Background: an optimization exercise with open tools, aiming at a short achievable clock period and few clock cycles per item. Do not read the settings as production practice. RTL that was checked went through simulation tests only; none was proved equivalent to the original. Power and IR drop assume default switching activity.

==> v3: inputs <==
==> flow/design.v (excerpt) <==
module pulse_peak_rate_detector_core #(
    parameter int RING_DEPTH = 10
) (
    input  logic                               aclk,
    input  logic                               aresetn,
    input  logic                               s_valid,
    output logic                               s_ready,
    input  logic [pprd_pkg::SAMPLE_W-1:0]      s_sample,
    output logic                               m_valid,
    input  logic                               m_ready,
    output logic [pprd_pkg::RATE_W-1:0]        m_rate,
    output logic [1:0]                         m_event_res,
    output logic [pprd_pkg::SAMPLE_W-1:0]      m_extreme_value,
    output logic                               m_falling_phase,
    input  logic                               cfg_wr_en,
    input  logic [pprd_pkg::CFG_IDX_W-1:0]     cfg_index,
    input  logic [pprd_pkg::CFG_DATA_W-1:0]    cfg_wdata
);
==> flow/config.mk <==
export PLATFORM = sky130hd
export DESIGN_NAME = pulse_peak_rate_detector_core
export DESIGN_NICKNAME = pulse_peak_rate_detector_core
export VERILOG_FILES = /design/flow/design.v
export SDC_FILE = /design/flow/constraint.sdc
export NUM_CORES = 4
export LEC_CHECK = 0
export ABC_CLOCK_PERIOD_IN_PS = 2000
export CAP_MARGIN = 20
export CORE_MARGIN = 2
export CORE_UTILIZATION = 60
export PLACE_DENSITY = 0.7
export SETUP_SLACK_MARGIN = 5
export SLEW_MARGIN = 20
export TNS_END_PERCENT = 100
==> flow/constraint.sdc <==
create_clock -name core_clock -period 7.5 [get_ports {aclk}]
set_input_delay 1.5000 -clock core_clock [delete_from_list [all_inputs] [get_ports {aclk}]]
set_output_delay 1.5000 -clock core_clock [all_outputs]
set_load 0.01 [all_outputs]
run.sh (not shown) runs the stock make flow with config.mk's settings and CLKGATE_MAP_FILE= SYNTH_SCRIPT=/design/flow/synth_recipe.tcl, a recipe that flattens the netlist after the stock synthesis.
==> v21: changes against v3 <==
--- a/flow/design.v
+++ b/flow/design.v
@@ -75,45 +75,58 @@
     localparam int W = N + 4;      
     typedef enum logic [1:0] {
         PH_SETUP,
         PH_STEP,
         PH_SIGN,
         PH_PICK
     } phase_t;
     logic          busy_reg, zero_reg, neg_reg;
-    logic          half_reg;       
-    logic          qp_reg, qn_reg;
+    logic          qp_reg, qn_reg;  
     phase_t        ph_reg;
     logic [LW-1:0] cnt_reg;
     logic [LW-1:0] dlen_reg, nlen_reg;
     logic [N-1:0]  d_reg;          
     logic [N-1:0]  f_reg;          
     logic [W-1:0]  ws_reg, wc_reg;
     logic [N-1:0]  q_reg, qm_reg;  
     function automatic logic [LW-1:0] bitlen(input logic [N-1:0] v);
         bitlen = '0;
         for (int i = 0; i < N; i++) begin
             if (v[i]) bitlen = LW'(i + 1);
         end
     endfunction
     logic [W-1:0] ys, yc, a, s_new, c_new;
-    logic [4:0]   est;
-    logic         q_pos, q_neg;
     always_comb begin
         ys    = {ws_reg[W-2:0], f_reg[N-1]};
         yc    = {wc_reg[W-2:0], 1'b0};
-        est   = ys[W-1 -: 5] + yc[W-1 -: 5];
-        q_pos = !est[4];
-        q_neg = est[4] && (est != 5'b11111);
         a     = qp_reg ? ~{{(W-N){1'b0}}, d_reg} : qn_reg ? {{(W-N){1'b0}}, d_reg} : '0;
         s_new = ys ^ yc ^ a;
         c_new = {((ys & yc) | (ys & a) | (yc & a)), 1'b0};
         c_new[0] = qp_reg;                      
     end
+    function automatic logic [1:0] pick(input logic [4:0] s5, input logic [4:0] c5,
+                                        input logic [4:0] a5);
+        logic [3:0] sx, cx, e;
+        sx = s5[4:1] ^ c5[4:1] ^ a5[4:1];
+        cx = (s5[3:0] & c5[3:0]) | (s5[3:0] & a5[3:0]) | (c5[3:0] & a5[3:0]);
+        e  = sx + cx;
+        pick = {e[3] && (e != 4'b1111), !e[3]};    
+    endfunction
+    logic [4:0] ys5, yc5, dp5;
+    logic [1:0] nx_pos, nx_zero, nx_neg, nx;
+    always_comb begin
+        ys5     = ys[W-3 -: 5];
+        yc5     = yc[W-3 -: 5];
+        dp5     = {2'b00, 1'b1, d_reg[N-2 -: 2]};
+        nx_pos  = pick(ys5, yc5, ~dp5);
+        nx_zero = pick(ys5, yc5, 5'd0);
+        nx_neg  = pick(ys5, yc5, dp5);
+        nx      = qp_reg ? nx_pos : qn_reg ? nx_neg : nx_zero;
+    end
     assign busy = busy_reg;
     assign fin  = busy_reg && ((ph_reg == PH_SETUP) ? (zero_reg || (nlen_reg < dlen_reg))
                                                      : (ph_reg == PH_PICK));
     assign quo  = (ph_reg == PH_SETUP) ? '0 : (neg_reg ? qm_reg : q_reg);
     always_ff @(posedge aclk) begin
         if (!aresetn) begin
             busy_reg <= 1'b0;
         end else begin
@@ -135,34 +148,31 @@
                     ph_reg  <= PH_STEP;
                     cnt_reg <= nlen_reg - dlen_reg;
                     d_reg   <= d_reg << (LW'(N) - dlen_reg);
                     ws_reg  <= W'(f_reg[N-1:1]);
                     wc_reg  <= '0;
                     f_reg   <= {f_reg[0], {(N-1){1'b0}}};
                     q_reg   <= '0;
                     qm_reg  <= '1;
-                    half_reg <= 1'b0;
+                    qp_reg  <= 1'b1;
+                    qn_reg  <= 1'b0;
                 end
                 PH_STEP: begin
-                    half_reg <= !half_reg;
-                    if (!half_reg) begin
-                        qp_reg <= q_pos;
-                        qn_reg <= q_neg;
-                    end else begin
-                        if (cnt_reg == '0) ph_reg <= PH_SIGN;
-                        cnt_reg <= cnt_reg - LW'(1);
-                        ws_reg  <= s_new;
-                        wc_reg  <= c_new;
-                        f_reg   <= {f_reg[N-2:0], 1'b0};
-                        q_reg   <= qp_reg ? {q_reg[N-2:0], 1'b1}  : qn_reg ? {qm_reg[N-2:0], 1'b1}
-                                                                  : {q_reg[N-2:0], 1'b0};
-                        qm_reg  <= qp_reg ? {q_reg[N-2:0], 1'b0}  : qn_reg ? {qm_reg[N-2:0], 1'b0}
-                                                                  : {qm_reg[N-2:0], 1'b1};
-                    end
+                    if (cnt_reg == '0) ph_reg <= PH_SIGN;
+                    cnt_reg <= cnt_reg - LW'(1);
+                    ws_reg  <= s_new;
+                    wc_reg  <= c_new;
+                    f_reg   <= {f_reg[N-2:0], 1'b0};
+                    q_reg   <= qp_reg ? {q_reg[N-2:0], 1'b1}  : qn_reg ? {qm_reg[N-2:0], 1'b1}
+                                                              : {q_reg[N-2:0], 1'b0};
+                    qm_reg  <= qp_reg ? {q_reg[N-2:0], 1'b0}  : qn_reg ? {qm_reg[N-2:0], 1'b0}
+                                                              : {qm_reg[N-2:0], 1'b1};
+                    qp_reg  <= nx[0];
+                    qn_reg  <= nx[1];
                 end
                 PH_SIGN: begin
                     ph_reg  <= PH_PICK;
                     neg_reg <= (ws_reg + wc_reg) >> (W - 1);
                 end
                 default: ;
             endcase
         end
@@ -376,54 +386,63 @@
         .ADDR_W  (ADDR_W)
     ) u_ring (
         .aclk    (aclk),
         .wr_en   (t_v && t_ev == pprd_pkg::EV_MAX),
         .wr_addr (t_ptr),
         .wr_data (max_pos_reg),
         .entries (ring)
     );
-    logic [PW-1:0] span_reg;
+    logic [RW+2:0] span_reg;        
+    logic [RW:0]   span_lo;
+    logic [PW-RW-1:0] mp_hi, src_hi;
+    assign span_lo = {1'b0, max_pos_reg[RW-1:0]} - {1'b0, src_reg[RW-1:0]};
+    assign mp_hi   = max_pos_reg[PW-1:RW];
+    assign src_hi  = src_reg[PW-1:RW];
     always_ff @(posedge aclk) begin
         src_reg  <= quick_next ? ring[pprd_pkg::QUICK_ENTRY*PW +: PW] : ring[ptr_reg*PW +: PW];
-        span_reg <= max_pos_reg - src_reg;
+        span_reg <= {mp_hi == src_hi + (PW-RW)'(1), mp_hi == src_hi, span_lo};
     end
     logic [1:0]     q_ev    [Q_N];
     logic           q_fall  [Q_N];
     logic           q_rated [Q_N];
     logic [Q_W-1:0] q_wr, q_rd;
-    logic [Q_W:0]   q_cnt;
+    logic [Q_N-1:0] q_cnt;       
     always_ff @(posedge aclk) begin
         if (t_v) begin
             q_ev[q_wr]    <= t_ev;
             q_fall[q_wr]  <= t_fall;
             q_rated[q_wr] <= t_rated;
         end
     end
     logic [SW-1:0]  e_val [E_N];
     logic [E_W-1:0] e_wr, e_rd;
-    logic [E_W:0]   e_cnt;
+    logic [E_N-1:0] e_cnt;       
     always_ff @(posedge aclk) begin
         if (t_v && t_event) begin
             e_val[e_wr] <= (t_ev == pprd_pkg::EV_MAX) ? min_reg : max_reg;
         end
     end
     logic t_req;
     assign t_req = t_v && t_rated;
-    logic [PW-1:0]  r_span  [R_N];
+    logic [RW+2:0]  r_span  [R_N];
+    logic [RW+2:0]  d_span;
+    logic           d_big;
     logic           r_quick [R_N];
     logic [RW-1:0]  r_rate  [R_N];
     logic [R_N-1:0] r_req;       
     logic [R_N-1:0] r_done;      
     logic [R_W-1:0] r_wr, r_div, r_cur, r_rd;
-    logic [R_W:0]   r_cnt;       
+    logic [R_N-1:0] r_cnt;       
     logic           div_start, div_busy, div_fin;
     logic           d_quick;
     logic [RW-1:0]  div_quo;
     assign d_quick = div_slot ? r_quick[r_div] : t_quick;
+    assign d_span  = div_slot ? r_span[r_div] : span_reg;
+    assign d_big   = d_span[RW] ? !d_span[RW+2] : !d_span[RW+1];
     logic div_slot, div_direct;
     assign div_slot   = r_req[r_div];
     assign div_direct = !div_slot && t_req;
     assign div_start  = !div_busy && (div_slot || div_direct);
     always_ff @(posedge aclk) begin
         if (t_req) begin
             r_span[r_wr]  <= span_reg;
             r_quick[r_wr] <= t_quick;
@@ -438,30 +457,30 @@
     pprd_divider #(
         .N       (RW)
     ) u_div (
         .aclk    (aclk),
         .aresetn (aresetn),
         .start   (div_start),
         .num_norm (d_quick ? norm3_reg : norm10_reg),
         .nlen    (d_quick ? len3_reg : len10_reg),
-        .den     (div_slot ? r_span[r_div] : span_reg),
+        .den     ({{(PW-RW-1){1'b0}}, d_big, d_span[RW-1:0]}),
         .busy    (div_busy),
         .fin     (div_fin),
         .quo     (div_quo)
     );
     logic          m_valid_reg;
     logic          m_idle_reg;       
     logic          h_v;
     logic [1:0]    h_ev;
     logic          h_event;
     logic          h_fall;
     logic          h_rated;
     logic          q_any, h_load, load_out, pop;
-    assign q_any    = (q_cnt != '0);
+    assign q_any    = q_cnt[0];
     assign load_out = h_v && (!h_rated || r_done[r_rd]) && (m_idle_reg || m_ready);
     assign h_load   = !h_v || load_out;
     assign pop      = !m_idle_reg && m_ready;
     always_ff @(posedge aclk) begin
         if (!aresetn) h_v <= 1'b0;
         else if (h_load) h_v <= q_any;
         if (h_load) begin
             h_ev    <= q_ev[q_rd];
@@ -489,17 +508,17 @@
             c_ext_n   <= ~o_ext;
             c_fall_n  <= ~h_fall;
         end
         m_rate_reg    <= load_out ? o_rate : ~c_rate_n;
         m_event_reg   <= load_out ? h_ev   : ~c_event_n;
         m_extreme_reg <= load_out ? o_ext  : ~c_ext_n;
         m_falling_reg <= load_out ? h_fall : ~c_fall_n;
     end
-    logic [Q_W:0] total_reg;      
+    logic [Q_N-1:0] total_reg;    
     always_ff @(posedge aclk) begin
         if (!aresetn) begin
             q_wr        <= '0;
             q_rd        <= '0;
             q_cnt       <= '0;
             e_wr        <= '0;
             e_rd        <= '0;
             e_cnt       <= '0;
@@ -512,44 +531,56 @@
             total_reg   <= '0;
             m_valid_reg <= 1'b0;
             m_idle_reg  <= 1'b1;
             s_ready_reg <= 1'b1;
             s_busy_reg  <= 1'b0;
         end else begin
             if (t_v) q_wr <= q_wr + Q_W'(1);
             if (h_load && q_any) q_rd <= q_rd + Q_W'(1);
-            q_cnt <= q_cnt + (Q_W+1)'(t_v) - (Q_W+1)'(h_load && q_any);
+            unique case ({t_v, h_load && q_any})
+                2'b10:   q_cnt <= {q_cnt[Q_N-2:0], 1'b1};
+                2'b01:   q_cnt <= {1'b0, q_cnt[Q_N-1:1]};
+                default: ;
+            endcase
             if (t_v && t_event) e_wr <= e_wr + E_W'(1);
             if (load_out && h_event) e_rd <= e_rd + E_W'(1);
-            e_cnt <= e_cnt + (E_W+1)'(b_v && is_event) - (E_W+1)'(load_out && h_event);
+            unique case ({b_v && is_event, load_out && h_event})
+                2'b10:   e_cnt <= {e_cnt[E_N-2:0], 1'b1};
+                2'b01:   e_cnt <= {1'b0, e_cnt[E_N-1:1]};
+                default: ;
+            endcase
             if (t_req) r_wr <= r_wr + R_W'(1);
             if (div_start) r_div <= r_div + R_W'(1);
             if (load_out && h_rated) r_rd <= r_rd + R_W'(1);
-            r_cnt <= r_cnt + (R_W+1)'(b_v && rated) - (R_W+1)'(load_out && h_rated);
+            unique case ({b_v && rated, load_out && h_rated})
+                2'b10:   r_cnt <= {r_cnt[R_N-2:0], 1'b1};
+                2'b01:   r_cnt <= {1'b0, r_cnt[R_N-1:1]};
+                default: ;
+            endcase
             for (int i = 0; i < R_N; i++) begin
                 if (t_req && r_wr == R_W'(i) && !(div_direct && !div_busy)) r_req[i] <= 1'b1;
                 else if (div_start && r_div == R_W'(i)) r_req[i] <= 1'b0;
                 if (div_fin && r_cur == R_W'(i)) r_done[i] <= 1'b1;
                 else if (load_out && h_rated && r_rd == R_W'(i)) r_done[i] <= 1'b0;
             end
-            total_reg <= total_reg + (Q_W+1)'(acc) - (Q_W+1)'(pop);
+            unique case ({acc, pop})
+                2'b10:   total_reg <= {total_reg[Q_N-2:0], 1'b1};
+                2'b01:   total_reg <= {1'b0, total_reg[Q_N-1:1]};
+                default: ;
+            endcase
             if (load_out) begin
                 m_valid_reg <= 1'b1;
                 m_idle_reg  <= 1'b0;
             end else if (m_ready) begin
                 m_valid_reg <= 1'b0;
                 m_idle_reg  <= 1'b1;
             end
-            s_ready_reg <= (total_reg <= (Q_W+1)'(Q_N - 2))
-                        && (e_cnt <= (E_W+1)'(E_N - UNTRACKED))
-                        && (r_cnt <= (R_W+1)'(R_N - UNTRACKED_MAX));
-            s_busy_reg  <= !((total_reg <= (Q_W+1)'(Q_N - 2))
-                        && (e_cnt <= (E_W+1)'(E_N - UNTRACKED))
-                        && (r_cnt <= (R_W+1)'(R_N - UNTRACKED_MAX)));
+            s_ready_reg <= !total_reg[Q_N-2] && !e_cnt[E_N-UNTRACKED] && !r_cnt[R_N-UNTRACKED_MAX];
+            s_busy_reg  <= !(!total_reg[Q_N-2] && !e_cnt[E_N-UNTRACKED] && !r_cnt[R_N-UNTRACKED_MAX]);
         end
     end
     assign s_ready         = s_ready_reg;
     assign m_valid         = m_valid_reg;
     assign m_rate          = m_rate_reg;
     assign m_event_res     = m_event_reg;
     assign m_extreme_value = m_extreme_reg;
     assign m_falling_phase = m_falling_reg;
- CTS_BUF_LIST: not set -> sky130_fd_sc_hd__clkbuf_16
- CTS_CLUSTER_DIAMETER: not set -> 60
- CTS_CLUSTER_SIZE: not set -> 40
==> comparison <==
Die area: v3 is lower than v21 (2.3%). Between v3 and v21, the lower routed wire length is in v3 (gap 1.8%, measured against v21). In v21 the count of clock-buffer cells in the layout is lower than in v3, by 98. Against v21, the sequential power of v3 is larger by about 4%. In v3 the via count is lower than in v21, by about 3%. Cell area is about the same in v21 and v3. Against v21, the clock skew of v3 is higher by 0.0044 ns. In v3 the sequential share of layout area is higher than in v21, by 0.080 points. Of v3 and v21, v3 has the higher utilization (gap 1.4 points). Combinational power: v21 is lower than v3 (about 37%).
Testbench counts of v21, summed over its fixed seeds: cycles 32,559, items 32,000.
No functional check of the RTL was part of v3.

-- static timing again, ports no longer ideal --
No port has a modelled driver above. Below, the same layouts with a new extraction and two added sets of constraints.
Step 1: set_driving_cell puts a clkbuf_16 on aclk and a buf_2 on each other input, an assumption about the parent block.
Step 2 adds t to the input delays and takes it off the output delays; t is the mean of the earliest and latest rising clock arrival at the registers after step 1. Input paths then give back, and output paths get back, about the clock's delay inside the block.
Slacks: ideal / step 1 / step 2; pairs: ideal / step 1.
| run | t, ns | setup WS [ns] | hold WS [ns] | clock arrival spread, ns |
|---|---|---|---|---|
| v3 | 0.841 | 4.741 / 4.682 / 3.967 | 0.326 / 0.326 / 0.326 | 0.032 / 0.033 |
| v21 | 0.794 | 4.781 / 4.703 / 4.268 | 0.322 / 0.322 / 0.322 | 0.033 / 0.032 |
After both steps setup and hold are still met in every run listed. For v3, which loses most, drivers alone change the setup slack by -0.059 ns; drivers and shift together by -0.774 ns.
